Background: an optimization exercise with open tools, aiming at small area. Do not read the settings as production practice.

==> job 2832 <==
==> flow/design.v <==
`timescale 1ns/10ps
module exec_stage (
  input  logic        clk,
  input  logic        reset,
  input  logic        in_valid,
  input  logic [5:0]  op1,
  input  logic [7:0]  op2,
  input  logic [15:0] imm,
  input  logic [31:0] rs_val,
  input  logic [31:0] rt_val,
  input  logic [31:0] pc,
  output logic        out_valid,
  output logic [31:0] result,
  output logic        wr_reg,
  output logic        redirect,
  output logic [31:0] redirect_pc
);
  logic alur, br, jal, sw, imm_add, imm_log;
  logic r_cmp, r_add, r_sub, r_log, r_shr, r_shl;
  assign alur    = (op1 == 6'h00);
  assign br      = (op1[5:2] == 4'b0010);
  assign jal     = (op1 == 6'h0c);
  assign sw      = (op1 == 6'h1a);
  assign imm_add = (op1 == 6'h12) | (op1 == 6'h1a) | (op1 == 6'h20);
  assign imm_log = (op1 == 6'h24) | (op1 == 6'h25) | (op1 == 6'h26);
  assign r_cmp   = alur & (op2[7:2] == 6'b000010);
  assign r_add   = alur & (op2 == 8'h20);
  assign r_sub   = alur & (op2 == 8'h28);
  assign r_log   = alur & (op2[7:4] == 4'h2) & op2[2] & (op2[1:0] != 2'b11);
  assign r_shr   = alur & (op2 == 8'h30);
  assign r_shl   = alur & (op2 == 8'h31);
  logic [31:0] simm, bsel;
  assign simm = {{16{imm[15]}}, imm};
  assign bsel = (imm_add | imm_log) ? simm : rt_val;
  logic        sub;
  logic [31:0] a_add, b_add, sum;
  assign sub   = r_sub | r_cmp | br;
  assign a_add = jal ? pc : rs_val;
  assign b_add = jal ? 32'd4 : (bsel ^ {32{sub}});
  assign sum   = a_add + b_add + {31'd0, sub};
  logic eq, lt, cmp;
  logic [1:0] cc;
  assign eq = (rs_val == rt_val);
  assign lt = (rs_val[31] ^ rt_val[31]) ? rs_val[31] : sum[31];
  assign cc = alur ? op2[1:0] : op1[1:0];
  always_comb
    case (cc)
      2'd0: cmp = eq;
      2'd1: cmp = lt;
      2'd2: cmp = lt | eq;
      default: cmp = ~eq;
    endcase
  logic [31:0] lg;
  always_comb begin
    case (cc)
      2'd0: lg = rs_val & bsel;
      2'd1: lg = rs_val | bsel;
      default: lg = rs_val ^ bsel;
    endcase
    if (alur & op2[3]) lg = ~lg;
  end
  logic [31:0] shx, shy, sra, sll;
  logic        fill, big;
  always_comb
    for (int i = 0; i < 32; i++) shx[i] = r_shl ? rs_val[31-i] : rs_val[i];
  assign fill = r_shr & rs_val[31];
  assign big  = |rt_val[31:5];
  assign shy  = big ? {32{fill}} : 32'($signed({fill, shx}) >>> rt_val[4:0]);
  assign sra  = shy;
  always_comb
    for (int i = 0; i < 32; i++) sll[i] = shy[31-i];
  logic [31:0] res_n;
  always_comb begin
    res_n = '0;
    if (r_add | r_sub | imm_add | jal) res_n = sum;
    if (r_log | imm_log)               res_n = lg;
    if (r_cmp)                         res_n = {31'd0, cmp};
    if (r_shr)                         res_n = sra;
    if (r_shl)                         res_n = sll;
  end
  logic [31:0] tgt_n;
  assign tgt_n = (jal ? rs_val : pc) + {simm[29:0], 2'b00} + (jal ? 32'd0 : 32'd4);
  logic taken_n;
  assign taken_n = jal | (br & cmp);
  logic        v1, w1, r1;
  logic [31:0] res1, tgt1;
  always_ff @(posedge clk or posedge reset)
    if (reset) begin
      v1 <= 1'b0;
      w1 <= 1'b0;
      r1 <= 1'b0;
    end else begin
      v1 <= in_valid;
      w1 <= in_valid & ~(br | sw);
      r1 <= in_valid & taken_n;
    end
  always_ff @(posedge clk) begin
    res1 <= res_n;
    tgt1 <= tgt_n;
  end
  always_ff @(posedge clk or posedge reset)
    if (reset) begin
      out_valid <= 1'b0;
      wr_reg    <= 1'b0;
      redirect  <= 1'b0;
    end else begin
      out_valid <= v1 & ~redirect;
      wr_reg    <= w1 & ~redirect;
      redirect  <= r1 & ~redirect;
    end
  always_ff @(posedge clk) begin
    result      <= res1;
    redirect_pc <= tgt1;
  end
endmodule
==> flow/run.sh <==
#!/bin/bash
# synth_recipe.tcl (not shown) runs the flow's synth.tcl, then flattens the netlist and writes it again
# the make line also repeats each setting of config.mk as NAME=value (left out here)
make -C /OpenROAD-flow-scripts/flow DESIGN_CONFIG=/design/flow/config.mk WORK_HOME=/design/flow/orfs CLKGATE_MAP_FILE= SYNTH_SCRIPT=/design/flow/synth_recipe.tcl finish
==> flow/config.mk <==
export PLATFORM = sky130hd
export DESIGN_NAME = exec_stage
export DESIGN_NICKNAME = exec_stage
export VERILOG_FILES = /design/flow/design.v
export SDC_FILE = /design/flow/constraint.sdc
export NUM_CORES = 4
export LEC_CHECK = 0
export CAP_MARGIN = 20
export CORE_MARGIN = 2
export CORE_UTILIZATION = 40
export GPL_TIMING_DRIVEN = 0
export SLEW_MARGIN = 20
==> flow/constraint.sdc <==
create_clock -name core_clock -period 5.0 [get_ports {clk}]
set_input_delay 1.0000 -clock core_clock [delete_from_list [all_inputs] [get_ports {clk}]]
set_output_delay 1.0000 -clock core_clock [all_outputs]
set_load 0.01 [all_outputs]
==> job 2460: changes against job 2832 <==
--- a/flow/config.mk
+++ b/flow/config.mk
@@ -10,3 +10,2 @@
 export CORE_UTILIZATION = 40
-export GPL_TIMING_DRIVEN = 0
 export SLEW_MARGIN = 20
==> impl_metrics.ini <==
[timing]
min_period_ns = 5.150
setup_viol = 4
rsz0062_at_grt = true
setup_ws_ns = -0.1499

[power_and_ir_drop]
p_leak_uw = 0.007122
p_total_uw = 4268

[setup_path]
cp_slowest_stage_delay_ns = 0.40
path_max_fanout = 6

[cells_and_area]
multi_input_area_share = 0.5929
n_clock_buffer = 25
clk_share = 0.03516

[min_path]
min_to = redirect_pc[18]

[run_status]
check.faults = setup timing
status = complete, but fails checks

[cts]
clk_pin_slew_ns = 0.06
ctsResizeCount = 98
the above is filed under job 2832

==> impl_metrics.ini <==
[run_status]
status = finished clean

[cells_and_area]
clk_share = 0.03208
n_clock_buffer = 19
multi_input_area_share = 0.5462

[setup_path]
path_max_fanout = 7
cp_slowest_stage_delay_ns = 0.42

[power_and_ir_drop]
p_total_uw = 4415

[min_path]
min_to = redirect_pc[8]

[timing]
min_period_ns = 4.862
setup_viol = 0
setup_ws_ns = 0.1381

[cts]
ctsResizeCount = 25
clk_pin_slew_ns = 0.07
the above is filed under job 2460

Function was not checked in any run of this note: the RTL went through the layout flow alone.

afterwards: timing with drivers on the ports:
The results above use ideal ports. As a check the final layouts listed here were re-extracted and re-timed, cells and wires unchanged.
Step 1 assumes that a clkbuf_16 drives the clock port and a buf_2 every other input.
Step 2 adds t to the input delays and takes it off the output delays; t is the mean of the earliest and latest rising clock arrival at the registers after step 1. Input paths then give back, and output paths get back, about the clock's delay inside the block.
a / b / c = ideal ports / drivers / drivers and shift; a / b = the first two.
| run | t (ns) | slack for setup (ns) | worst setup path after step 2 | latest minus earliest clock arrival (ns) | cell pins on the clock port's net |
|---|---|---|---|---|---|
| job 2832 | 0.489 | -0.150 / -0.168 / -0.657 | input to register | 0.012 / 0.012 | 1 |
| job 2460 | 0.498 | 0.138 / 0.160 / -0.338 | input to register | 0.015 / 0.015 | 1 |
With both steps, setup timing fails in job 2460, where it was met with ideal ports. The setup slack of job 2832, which loses most, moves by -0.018 ns with the drivers and by -0.507 ns with both steps.
